From an optimization exercise on the open Yosys and OpenROAD flow, aimed at small area, a short achievable clock period and few clock cycles; shortcuts taken in it are not production practice.
Function was checked by simulation only, so behaviour that the tests miss may differ from the original.

==> inputs of garnet <==
## mips_mc_core
module mips_mc_core #(
    parameter logic [31:0] RESET_PC = 32'h0000_0000,
    parameter logic [4:0]  DBG_REG  = 5'd2
) (
    input  logic                  clk,
    input  logic                  rst,
    input  logic                  en,
    output logic                  mem_req,
    output logic                  mem_we,
    output logic [31:0]           mem_addr,
    output logic [31:0]           mem_wdata,
    input  logic [31:0]           mem_rdata,
    input  logic                  mem_ack,
    output logic [31:0]           pc,
    output logic [31:0]           dbg_reg,
    output logic                  halted
);
    localparam logic TRAP_EN = 1'b1;
    localparam logic [5:0] OP_R = 6'h00, OP_J = 6'h02, OP_JAL = 6'h03, OP_BEQ = 6'h04;
    localparam logic [5:0] OP_BNE = 6'h05, OP_ADDI = 6'h08, OP_ADDIU = 6'h09, OP_SLTI = 6'h0A;
    localparam logic [5:0] OP_SLTIU = 6'h0B, OP_ANDI = 6'h0C, OP_ORI = 6'h0D, OP_XORI = 6'h0E;
    localparam logic [5:0] OP_LUI = 6'h0F, OP_LW = 6'h23, OP_SW = 6'h2B;
    localparam logic [5:0] F_SLL = 6'h00, F_SRL = 6'h02, F_SRA = 6'h03, F_JR = 6'h08;
    localparam logic [5:0] F_ADD = 6'h20, F_ADDU = 6'h21, F_SUB = 6'h22, F_SUBU = 6'h23;
    localparam logic [5:0] F_AND = 6'h24, F_OR = 6'h25, F_XOR = 6'h26, F_NOR = 6'h27;
    localparam logic [5:0] F_SLT = 6'h2A, F_SLTU = 6'h2B;
    function automatic logic [32:0] ks_add32(input logic [31:0] a, input logic [31:0] b,
                                             input logic ci);
        logic [31:0] g, p, gg, pp, gn, pn;
        g = a & b;
        p = a ^ b;
        g[0] = g[0] | (p[0] & ci);
        gg = g;
        pp = p;
        for (int d = 1; d < 32; d = d * 2) begin
            gn = gg;
            pn = pp;
            for (int i = d; i < 32; i++) begin
                gn[i] = gg[i] | (pp[i] & gg[i - d]);
                pn[i] = pp[i] & pp[i - d];
  ...
make LEC_CHECK=0 CAP_MARGIN=35 CORE_MARGIN=2 CORE_UTILIZATION=45 PLACE_DENSITY=0.6 SETUP_SLACK_MARGIN=4.0 SLEW_MARGIN=30 finish   # period 8.0 ns
run.sh (not shown) runs the stock make flow with config.mk's settings and CLKGATE_MAP_FILE= SYNTH_SCRIPT=/design/flow/synth_recipe.tcl, a recipe that flattens the netlist after the stock synthesis.
==> yarrow: changes against garnet <==
--- a/flow/design.v
+++ b/flow/design.v
@@ -88,18 +88,19 @@
     logic [31:0] fpc_q;
     logic        s_m_q, s_e_q, s_d_q, s_f_q;
     logic        halted_q;
     logic        dv_q, dill_q, dredir_q, djr31_q;
     logic [31:0] ir_q, dtgt_q;
     logic [31:1] rs_oh_q, rt_oh_q;          
+    logic        rs_whit_q, rt_whit_q, rs_ehz_q, rt_ehz_q;
     logic        ev_q, eeq_q, emis_eq_q, emis_neq_q, ejr_q, elate_q;
     logic [31:0] a_q, bx_q, b_q, ealt_q;
     logic        e_sub_q, e_sum_q, e_and_q, e_or_q, e_xor_q, e_nor_q, e_slt_q, e_sltu_q;
     logic        e_sh_q, e_passb_q, e_ovfchk_q, e_we_q, e_lw_q, e_sw_q, e_shl_q, e_sha_q, e_wr31_q;
-    logic        e_bx_reg_q;
-    logic [4:0]  e_dst_q, e_shamt_q, e_rs_q, e_rt_q;
+    logic        e_slow_q;                  
+    logic [4:0]  e_dst_q, e_shamt_q, e_rt_q;
     logic        wv_q;
     logic [4:0]  widx_q;
     logic [31:0] wdata_q;
     logic        mv_q, mwe_q;
     logic [4:0]  mrt_q;
     logic [31:2] maddr_q;
@@ -191,20 +192,19 @@
         d_rf_rt = 32'd0;
         for (int i = 1; i < 32; i++) begin
             d_rf_rs = d_rf_rs | ({32{rs_oh_q[i]}} & rf_q[i]);
             d_rf_rt = d_rf_rt | ({32{rt_oh_q[i]}} & rf_q[i]);
         end
     end
-    assign d_rs_w   = (wv_q && widx_q == d_rs) ? wdata_q : d_rf_rs;
-    assign d_rt_w   = (wv_q && widx_q == d_rt) ? wdata_q : d_rf_rt;
-    assign d_hz_rs  = ev_q && e_we_q && (e_dst_q == d_rs);
-    assign d_hz_rt  = ev_q && e_we_q && (e_dst_q == d_rt);
-    assign d_fw_rs  = d_hz_rs && !e_ovfchk_q;
-    assign d_fw_rt  = d_hz_rt && !e_ovfchk_q;
-    assign d_ovf_wait = (e_ovfchk_q && (d_hz_rs || d_hz_rt)) ||
-                        (ev_q && e_lw_q && e_rt_q != 5'd0 && (e_rt_q == d_rs || e_rt_q == d_rt));
+    assign d_rs_w   = rs_whit_q ? wdata_q : d_rf_rs;
+    assign d_rt_w   = rt_whit_q ? wdata_q : d_rf_rt;
+    assign d_hz_rs  = rs_ehz_q;
+    assign d_hz_rt  = rt_ehz_q;
+    assign d_fw_rs  = d_hz_rs && !e_slow_q;
+    assign d_fw_rt  = d_hz_rt && !e_slow_q;
+    assign d_ovf_wait = e_slow_q && (d_hz_rs || d_hz_rt);
     assign d_rs_val = d_fw_rs ? alu_res : d_rs_w;
     assign d_rt_val = d_fw_rt ? alu_res : d_rt_w;
     assign d_eq     = (d_rs_w == d_rt_w);
     assign d_late   = d_hz_rs || d_hz_rt;
     assign d_use_rt = d_is_r || d_beq || d_bne;
     always_comb begin
@@ -300,13 +300,12 @@
                     elate_q <= 1'b0;
                 end else if (d_move) begin
                     a_q        <= d_rs_val;
                     b_q        <= d_rt_val;
                     bx_q       <= d_bx;
                     eeq_q      <= d_eq;
-                    e_bx_reg_q <= d_is_r || d_beq || d_bne;
                     emis_eq_q  <= d_mis_eq;
                     emis_neq_q <= d_mis_neq;
                     elate_q    <= d_late && (d_beq || d_bne);
                     ejr_q      <= d_jr_unpred;
                     ealt_q     <= (d_jr && d_fw_rs) ? alu_res :
                                   (d_jr ? d_rs_w : (ir_q[15] ? fpc_q : dtgt_q));
@@ -326,13 +325,14 @@
                     e_sw_q     <= (d_op == OP_SW);
                     e_shl_q    <= (d_fn[1:0] == 2'b00);
                     e_sha_q    <= d_fn[0] && d_fn[1];
                     e_wr31_q   <= d_wr31;
                     e_dst_q    <= d_dst;
                     e_shamt_q  <= ir_q[10:6];
-                    e_rs_q     <= d_rs;
+                    e_slow_q   <= (d_is_r ? (d_fn == F_ADD || d_fn == F_SUB) : (d_op == OP_ADDI)) ||
+                                  (d_op == OP_LW);
                     e_rt_q     <= d_rt;
                 end
                 mrt_q    <= e_rt_q;
                 maddr_q  <= sum[31:2];
                 mwdata_q <= b_q;
             end
@@ -343,14 +343,39 @@
             wv_q <= 1'b0;
         end else begin
             wv_q <= adv && (mv_q ? (!mwe_q && mrt_q != 5'd0) : e_we);
         end
     end
     always_ff @(posedge clk) begin
-        widx_q  <= mv_q ? mrt_q : e_dst_q;
-        wdata_q <= mv_q ? mem_rdata : alu_res;
+        if (adv) begin
+            widx_q  <= mv_q ? mrt_q : e_dst_q;
+            wdata_q <= mv_q ? mem_rdata : alu_res;
+        end
+    end
+    logic       n_wv_x;
+    logic [4:0] n_widx, n_rs, n_rt;
+    logic       d_wr_any;
+    assign n_wv_x   = mv_q ? (!mwe_q && mrt_q != 5'd0) : e_we;
+    assign n_widx   = mv_q ? mrt_q : e_dst_q;
+    assign n_rs     = (!mv_q && d_take) ? mem_rdata[25:21] : d_rs;
+    assign n_rt     = (!mv_q && d_take) ? mem_rdata[20:16] : d_rt;
+    assign d_wr_any = d_writes || (d_op == OP_LW && d_rt != 5'd0);
+    always_ff @(posedge clk) begin
+        if (rst) begin
+            rs_whit_q <= 1'b0;
+            rt_whit_q <= 1'b0;
+            rs_ehz_q  <= 1'b0;
+            rt_ehz_q  <= 1'b0;
+        end else if (adv) begin
+            rs_whit_q <= n_wv_x && (n_widx == n_rs);
+            rt_whit_q <= n_wv_x && (n_widx == n_rt);
+            if (!mv_q) begin
+                rs_ehz_q <= d_move && d_wr_any && (d_dst == mem_rdata[25:21]);
+                rt_ehz_q <= d_move && d_wr_any && (d_dst == mem_rdata[20:16]);
+            end
+        end
     end
     logic [31:0] w_data;
     logic [31:1] w_en;
     always_comb begin
         w_data = rst ? 32'd0 : wdata_q;
         for (int i = 1; i < 32; i++)
- CORE_UTILIZATION: 45 -> 38
- PLACE_DENSITY: 0.6 -> 0.55
- SETUP_SLACK_MARGIN: 4.0 -> 4.2
==> harbor: changes against garnet <==
--- a/flow/design.v
+++ b/flow/design.v
@@ -88,18 +88,19 @@
     logic [31:0] fpc_q;
     logic        s_m_q, s_e_q, s_d_q, s_f_q;
     logic        halted_q;
     logic        dv_q, dill_q, dredir_q, djr31_q;
     logic [31:0] ir_q, dtgt_q;
     logic [31:1] rs_oh_q, rt_oh_q;          
+    logic        rs_whit_q, rt_whit_q, rs_ehz_q, rt_ehz_q;
     logic        ev_q, eeq_q, emis_eq_q, emis_neq_q, ejr_q, elate_q;
     logic [31:0] a_q, bx_q, b_q, ealt_q;
     logic        e_sub_q, e_sum_q, e_and_q, e_or_q, e_xor_q, e_nor_q, e_slt_q, e_sltu_q;
     logic        e_sh_q, e_passb_q, e_ovfchk_q, e_we_q, e_lw_q, e_sw_q, e_shl_q, e_sha_q, e_wr31_q;
-    logic        e_bx_reg_q;
-    logic [4:0]  e_dst_q, e_shamt_q, e_rs_q, e_rt_q;
+    logic        e_slow_q;                  
+    logic [4:0]  e_dst_q, e_shamt_q, e_rt_q;
     logic        wv_q;
     logic [4:0]  widx_q;
     logic [31:0] wdata_q;
     logic        mv_q, mwe_q;
     logic [4:0]  mrt_q;
     logic [31:2] maddr_q;
@@ -191,20 +192,19 @@
         d_rf_rt = 32'd0;
         for (int i = 1; i < 32; i++) begin
             d_rf_rs = d_rf_rs | ({32{rs_oh_q[i]}} & rf_q[i]);
             d_rf_rt = d_rf_rt | ({32{rt_oh_q[i]}} & rf_q[i]);
         end
     end
-    assign d_rs_w   = (wv_q && widx_q == d_rs) ? wdata_q : d_rf_rs;
-    assign d_rt_w   = (wv_q && widx_q == d_rt) ? wdata_q : d_rf_rt;
-    assign d_hz_rs  = ev_q && e_we_q && (e_dst_q == d_rs);
-    assign d_hz_rt  = ev_q && e_we_q && (e_dst_q == d_rt);
-    assign d_fw_rs  = d_hz_rs && !e_ovfchk_q;
-    assign d_fw_rt  = d_hz_rt && !e_ovfchk_q;
-    assign d_ovf_wait = (e_ovfchk_q && (d_hz_rs || d_hz_rt)) ||
-                        (ev_q && e_lw_q && e_rt_q != 5'd0 && (e_rt_q == d_rs || e_rt_q == d_rt));
+    assign d_rs_w   = rs_whit_q ? wdata_q : d_rf_rs;
+    assign d_rt_w   = rt_whit_q ? wdata_q : d_rf_rt;
+    assign d_hz_rs  = rs_ehz_q;
+    assign d_hz_rt  = rt_ehz_q;
+    assign d_fw_rs  = d_hz_rs && !e_slow_q;
+    assign d_fw_rt  = d_hz_rt && !e_slow_q;
+    assign d_ovf_wait = e_slow_q && (d_hz_rs || d_hz_rt);
     assign d_rs_val = d_fw_rs ? alu_res : d_rs_w;
     assign d_rt_val = d_fw_rt ? alu_res : d_rt_w;
     assign d_eq     = (d_rs_w == d_rt_w);
     assign d_late   = d_hz_rs || d_hz_rt;
     assign d_use_rt = d_is_r || d_beq || d_bne;
     always_comb begin
@@ -300,13 +300,12 @@
                     elate_q <= 1'b0;
                 end else if (d_move) begin
                     a_q        <= d_rs_val;
                     b_q        <= d_rt_val;
                     bx_q       <= d_bx;
                     eeq_q      <= d_eq;
-                    e_bx_reg_q <= d_is_r || d_beq || d_bne;
                     emis_eq_q  <= d_mis_eq;
                     emis_neq_q <= d_mis_neq;
                     elate_q    <= d_late && (d_beq || d_bne);
                     ejr_q      <= d_jr_unpred;
                     ealt_q     <= (d_jr && d_fw_rs) ? alu_res :
                                   (d_jr ? d_rs_w : (ir_q[15] ? fpc_q : dtgt_q));
@@ -326,13 +325,14 @@
                     e_sw_q     <= (d_op == OP_SW);
                     e_shl_q    <= (d_fn[1:0] == 2'b00);
                     e_sha_q    <= d_fn[0] && d_fn[1];
                     e_wr31_q   <= d_wr31;
                     e_dst_q    <= d_dst;
                     e_shamt_q  <= ir_q[10:6];
-                    e_rs_q     <= d_rs;
+                    e_slow_q   <= (d_is_r ? (d_fn == F_ADD || d_fn == F_SUB) : (d_op == OP_ADDI)) ||
+                                  (d_op == OP_LW);
                     e_rt_q     <= d_rt;
                 end
                 mrt_q    <= e_rt_q;
                 maddr_q  <= sum[31:2];
                 mwdata_q <= b_q;
             end
@@ -343,14 +343,39 @@
             wv_q <= 1'b0;
         end else begin
             wv_q <= adv && (mv_q ? (!mwe_q && mrt_q != 5'd0) : e_we);
         end
     end
     always_ff @(posedge clk) begin
-        widx_q  <= mv_q ? mrt_q : e_dst_q;
-        wdata_q <= mv_q ? mem_rdata : alu_res;
+        if (adv) begin
+            widx_q  <= mv_q ? mrt_q : e_dst_q;
+            wdata_q <= mv_q ? mem_rdata : alu_res;
+        end
+    end
+    logic       n_wv_x;
+    logic [4:0] n_widx, n_rs, n_rt;
+    logic       d_wr_any;
+    assign n_wv_x   = mv_q ? (!mwe_q && mrt_q != 5'd0) : e_we;
+    assign n_widx   = mv_q ? mrt_q : e_dst_q;
+    assign n_rs     = (!mv_q && d_take) ? mem_rdata[25:21] : d_rs;
+    assign n_rt     = (!mv_q && d_take) ? mem_rdata[20:16] : d_rt;
+    assign d_wr_any = d_writes || (d_op == OP_LW && d_rt != 5'd0);
+    always_ff @(posedge clk) begin
+        if (rst) begin
+            rs_whit_q <= 1'b0;
+            rt_whit_q <= 1'b0;
+            rs_ehz_q  <= 1'b0;
+            rt_ehz_q  <= 1'b0;
+        end else if (adv) begin
+            rs_whit_q <= n_wv_x && (n_widx == n_rs);
+            rt_whit_q <= n_wv_x && (n_widx == n_rt);
+            if (!mv_q) begin
+                rs_ehz_q <= d_move && d_wr_any && (d_dst == mem_rdata[25:21]);
+                rt_ehz_q <= d_move && d_wr_any && (d_dst == mem_rdata[20:16]);
+            end
+        end
     end
     logic [31:0] w_data;
     logic [31:1] w_en;
     always_comb begin
         w_data = rst ? 32'd0 : wdata_q;
         for (int i = 1; i < 32; i++)
- CORE_UTILIZATION: 45 -> 38
- CTS_BUF_LIST: unset -> sky130_fd_sc_hd__clkbuf_4 sky130_fd_sc_hd__clkbuf_8
- PLACE_DENSITY: 0.6 -> 0.55
- SETUP_SLACK_MARGIN: 4.0 -> 4.5
==> results.cfg <==
[floorplan]
die_h_um = 433

[run_status]
outcome = no timing/DRC/antenna violations

[cts]
cts_buffers = 237

[routing]
dr.pass1.iters = 13

[setup_path]
cp_max_fo = 8

[cells_and_area]
nNonClkBuffers = 1069

[placement]
dp_hpwl_um = 227000

[power]
pg_comb_w = 0.00261
-- figures above: harbor

==> results.cfg <==
[setup_path]
cp_max_fo = 7

[power]
pg_comb_w = 0.00220

[cts]
cts_buffers = 154

[run_status]
outcome = no timing/DRC/antenna violations

[floorplan]
die_h_um = 433

[cells_and_area]
nNonClkBuffers = 657
-- figures above: yarrow

==> results.cfg <==
[run_status]
outcome = no timing/DRC/antenna violations

[cts]
cts_buffers = 157
root_buffer = clkbuf_16

[floorplan]
die_h_um = 395

[placement]
dp_hpwl_um = 216000

[routing]
dr.pass1.iters = 13
-- figures above: garnet

Testbench counts of garnet, summed over its fixed seeds: cycles 130,410.
Testbench counts of yarrow, summed over its fixed seeds: cycles 130,410.
Testbench counts of harbor, summed over its fixed seeds: cycles 130,410.

static timing again, ports no longer ideal:
The flow's constraints put no driver on any port. The routed layouts listed below were extracted and timed again, unchanged, in two steps.
Step 1, drivers: a clkbuf_16 drives clk and a buf_2 each remaining input, both assumed.
Step 2 also shifts input and output timing later by t, the mid clock arrival at the registers, as if the neighbouring blocks saw the same clock.
Slacks: ideal / step 1 / step 2; pairs: ideal / step 1.
run	shift t [ns]	setup WS [ns]	pins driven straight from the clock port
garnet	0.911	3.848 / 3.840 / 3.148	1
yarrow	0.907	4.036 / 4.033 / 3.369	1
harbor	1.108	3.933 / 3.851 / 3.041	1
After both steps every run listed still meets setup and hold. For harbor, which loses most, drivers alone change the setup slack by -0.082 ns; drivers and shift together by -0.892 ns.
